Source: an optimization exercise on an open RTL-to-GDS flow (aim: small area, a short achievable clock period and few clock cycles per item). Production flows keep margins and buffers that such runs may drop.
In this exercise RTL edits were held to simulation tests only and were not proved equivalent to the original.
No activity file was given, so power comes from the tool's default toggle rates.

Setup of branch indigo:
Design surround_downmix_to_pcm16, start of the top module:
module surround_downmix_to_pcm16 (
  input  logic               clk_i,
  input  logic               rst_ni,
  input  logic               cfg_valid_i,
  output logic               cfg_ready_o,
  input  logic [1:0]         cfg_index_i,
  input  logic [31:0]        cfg_data_i,
  input  logic               in_valid_i,
  output logic               in_ready_o,
  input  logic signed [31:0] in_sample_value_i,
  input  logic        [2:0]  in_channel_index_i,
  output logic               out_valid_o,
  input  logic               out_ready_i,
  output logic signed [15:0] out_pcm_value_o,
  output logic        [2:0]  out_channel_o,
  output logic               out_frame_last_o
);
For scale: ~700 flip-flops, ~97 I/O pins, ~47,000 um2 of cells after synthesis.
Settings: LEC_CHECK=0, CAP_MARGIN=20, CORE_MARGIN=2, CORE_UTILIZATION=40, SLEW_MARGIN=20; clock period 12.0 ns.
run.sh (not shown) runs the stock make flow with config.mk's settings and CLKGATE_MAP_FILE= SYNTH_SCRIPT=/design/flow/synth_recipe.tcl, a recipe that flattens the netlist after the stock synthesis.
Testbench counts of branch indigo, summed over its fixed seeds: cycles 11,512, items 8,960.
The following lists how branch amber was set up differently from branch indigo:
diff --git a/flow/design.v b/flow/design.v
--- a/flow/design.v
+++ b/flow/design.v
@@ -119,19 +119,18 @@
   logic        r1_v_d, r1_ok_d, r1_close_d;
   logic [31:0] r1_x;
   logic [2:0]  r1_ch;
   logic               s1_v, s1_c, s1_v_d, s1_c_d;
   logic [2:0]         s1_gl, s1_gr;      
   logic signed [34:0] s1_x5;
   logic [31:0]        s1_x;
   logic        s2_v, s2_c;
   logic [2:0]  s2_gl, s2_gr;
-  logic [2:0]  s2_gln, s2_grn;    
   logic [31:0] s2_x, s2_t;
   logic signed [40:0] accl_q, accr_q;
   logic               fd_q;
   logic [NP-1:0] busy_q, busy_d;
   logic [4:0]    pcnt_q [NP];
   logic [4:0]    pcnt_d [NP];
   logic [NP-1:0] rrl_q, rrl_d, rrp_q, rrp_d;    
   logic [NP-1:0] rrm_q;                         
   logic [19:0] reml_q [NP];
@@ -183,74 +182,63 @@
   assign pt2  = 48'(s1_x5) << 10;
   assign pt3  = 48'(signed'(s1_x)) << 8;
   assign pt4  = 48'(s1_x5);
   assign cs1s = pt1 ^ pt2 ^ pt3;
   assign cs1c = ((pt1 & pt2) | (pt1 & pt3) | (pt2 & pt3)) << 1;
   assign cs2s = cs1s ^ cs1c ^ pt4;
   assign cs2c = ((cs1s & cs1c) | (cs1s & pt4) | (cs1c & pt4)) << 1;
   assign p46  = cs2s + cs2c;
   always_ff @(posedge clk_i) begin
-    s2_gl  <= s1_gl;
-    s2_gr  <= s1_gr;
-    s2_gln <= ~s1_gl;
-    s2_grn <= ~s1_gr;
+    s2_gl <= s1_gl;
+    s2_gr <= s1_gr;
     s2_x  <= s1_x;
     s2_t  <= p46[47:16];
   end
   function automatic logic signed [39:0] clamp40(logic signed [40:0] a);
     if (a[40] != a[39]) clamp40 = a[40] ? {1'b1, 39'd0} : {1'b0, {39{1'b1}}};
     else                clamp40 = a[39:0];
   endfunction
   function automatic logic signed [32:0] term(logic [2:0] g, logic [31:0] x, logic [31:0] t);
     logic [32:0] xe, te, xh;
     xe = {x[31], x};
     te = {t[31], t};
     xh = {x[31], x[31], x[31:1]};
     term = ({33{g[0]}} & xe) | ({33{g[1]}} & te) | ({33{g[2]}} & xh);
   endfunction
-  logic signed [39:0] effl, effr;
+  logic signed [39:0] effl, effr, basel, baser;
   logic signed [32:0] tl, tr;
   assign effl  = clamp40(accl_q);
   assign effr  = clamp40(accr_q);
-  logic signed [32:0] tla, tlb, tra, trb;
-  assign tla   = term(s2_gl, s2_x, s2_t);
-  assign tlb   = term(~s2_gln, s2_x, s2_t);
-  assign tra   = term(s2_gr, s2_x, s2_t);
-  assign trb   = term(~s2_grn, s2_x, s2_t);
-  assign tl    = {tlb[32:16], tla[15:0]};
-  assign tr    = {trb[32:16], tra[15:0]};
+  assign basel = fd_q ? '0 : effl;
+  assign baser = fd_q ? '0 : effr;
+  assign tl    = term(s2_gl, s2_x, s2_t);
+  assign tr    = term(s2_gr, s2_x, s2_t);
   always_ff @(posedge clk_i or negedge rst_ni) begin
     if (!rst_ni) begin
       s1_v   <= 1'b0;
       s1_c   <= 1'b0;
       s2_v   <= 1'b0;
       s2_c   <= 1'b0;
       fd_q   <= 1'b0;
       accl_q <= '0;
       accr_q <= '0;
     end else begin
       s1_v <= s1_v_d;
       s1_c <= s1_c_d;
       s2_v <= s1_v;
       s2_c <= s1_c;
       fd_q <= s2_c;
-      if (s2_v && fd_q) begin
-        accl_q <= 41'(tl);
-        accr_q <= 41'(tr);
-      end else if (s2_v) begin
-        accl_q <= {accl_q[39], accl_q[39:0]} + 41'(tl);
-        accr_q <= {accr_q[39], accr_q[39:0]} + 41'(tr);
+      if (s2_v) begin
+        accl_q <= 41'(basel) + 41'(tl);
+        accr_q <= 41'(baser) + 41'(tr);
       end else if (fd_q) begin
         accl_q <= '0;
         accr_q <= '0;
-      end else begin
-        accl_q <= 41'(effl);
-        accr_q <= 41'(effr);
       end
     end
   end
   function automatic logic [36:0] div_init(logic signed [39:0] a);
     logic [39:0] m;
     m = a ^ {40{a[39]}};
     div_init = {|m[39:28], 1'b0, m[27:9], m[8:0], 7'd0};
   endfunction
   function automatic logic [35:0] div_step(logic [19:0] rem, logic [15:0] sh, logic [19:0] d,
@@ -426,27 +414,22 @@
   assign out_frame_last_o = qlast_q[0];
   logic [NP-1:0] pbusy_d, pnear_d;
   logic          take_d0, take_d1;
   always_comb begin
     for (int p = 0; p < NP; p++) begin
       pbusy_d[p] = busy_d[p] && rrl_d[p];
       pnear_d[p] = pcnt_d[p] <= 5'd3;
     end
   end
-  logic near, spaced_d;
-  assign near     = !(accl_q[40:38] == 3'b000 || accl_q[40:38] == 3'b111) ||
-                    !(accr_q[40:38] == 3'b000 || accr_q[40:38] == 3'b111);
-  assign spaced_d = !near || (!s1_v_d && !s1_v);
   function automatic logic take_fn(logic v, logic ok, logic close, logic dmx, logic [1:0] qv,
                                    logic cfree, logic pbusy, logic pnear);
     if (!v || !ok)      take_fn = 1'b1;
     else if (!dmx)      take_fn = !qv[1];
-    else if (!spaced_d) take_fn = 1'b0;
     else if (!close)    take_fn = 1'b1;
     else                take_fn = cfree && (!pbusy || (pnear && !qv[0]));
   endfunction
   logic cfree_d, pb_d, pn_d;
   assign cfree_d = !s1_c_d && !s1_c && !s2_c;
   assign pb_d    = |pbusy_d;
   assign pn_d    = |(pbusy_d & pnear_d);
   assign take_d0 = take_fn(r1_v_d, r1_ok_d, r1_close_d, dm_d, nv[0], cfree_d, pb_d, pn_d);
   assign take_d1 = take_fn(r1_v_d, r1_ok_d, r1_close_d, dm_d, nv[1], cfree_d, pb_d, pn_d);
==> comparison <==
- Setup slack of the critical path after layout | branch amber below branch indigo
- branch amber vs branch indigo: relative contribution of sequential cells to total power up in branch amber
- Looking at transition at the pin with the smallest max-transition slack across branch amber and branch indigo, the one that comes out lower is branch amber.
- Routed wire length: branch amber and branch indigo compared, lower one is branch amber
- Re area of the mapped netlist: branch amber and branch indigo aren't equal, and the higher value belongs to branch indigo.
- Looking at end point of the critical path, the accl_q[40] result is from branch amber; the accr_q[38] one comes from branch indigo.
- branch amber reports its launch point of the worst path as accl_q[40] while branch indigo reports s2_gr[0].
- Delay of the slowest critical-path stage, branch amber and branch indigo: higher on branch amber
- branch amber vs branch indigo, adder-cell share of the synthesized area went up by 0.32 points.
- Layout-stage area growth over the synthesis result of branch amber is on par with branch indigo.
- Comparing branch amber and branch indigo, the higher tightest slew margin relative to the limit is on branch amber.
Testbench counts of branch amber, summed over its fixed seeds: cycles 11,512, items 8,960.

-- port drivers added, routing unchanged --
The results above use ideal ports. As a check the final layouts listed here were re-extracted and re-timed, cells and wires unchanged.
Step 1 (the two cells are an assumption about what drives the block):
set clk [get_ports {clk_i}]
set_driving_cell -lib_cell sky130_fd_sc_hd__clkbuf_16 $clk
set_driving_cell -lib_cell sky130_fd_sc_hd__buf_2 [delete_from_list [all_inputs] $clk]
Step 2 moves the port delays by t, midway between the first and last clock arrival at a register: inputs arrive t later, outputs are due t later. That takes back most of the time a late clock gives input paths.
a / b / c = no drivers / after step 1 / after step 2; a / b = the first two.
run	t, ns	setup slack, ns	worst setup path at the end
branch indigo	0.729	7.362 / 7.362 / 7.362	register to register
branch amber	0.699	6.891 / 6.891 / 6.891	register to register
After both steps setup and hold are still met in every run listed.
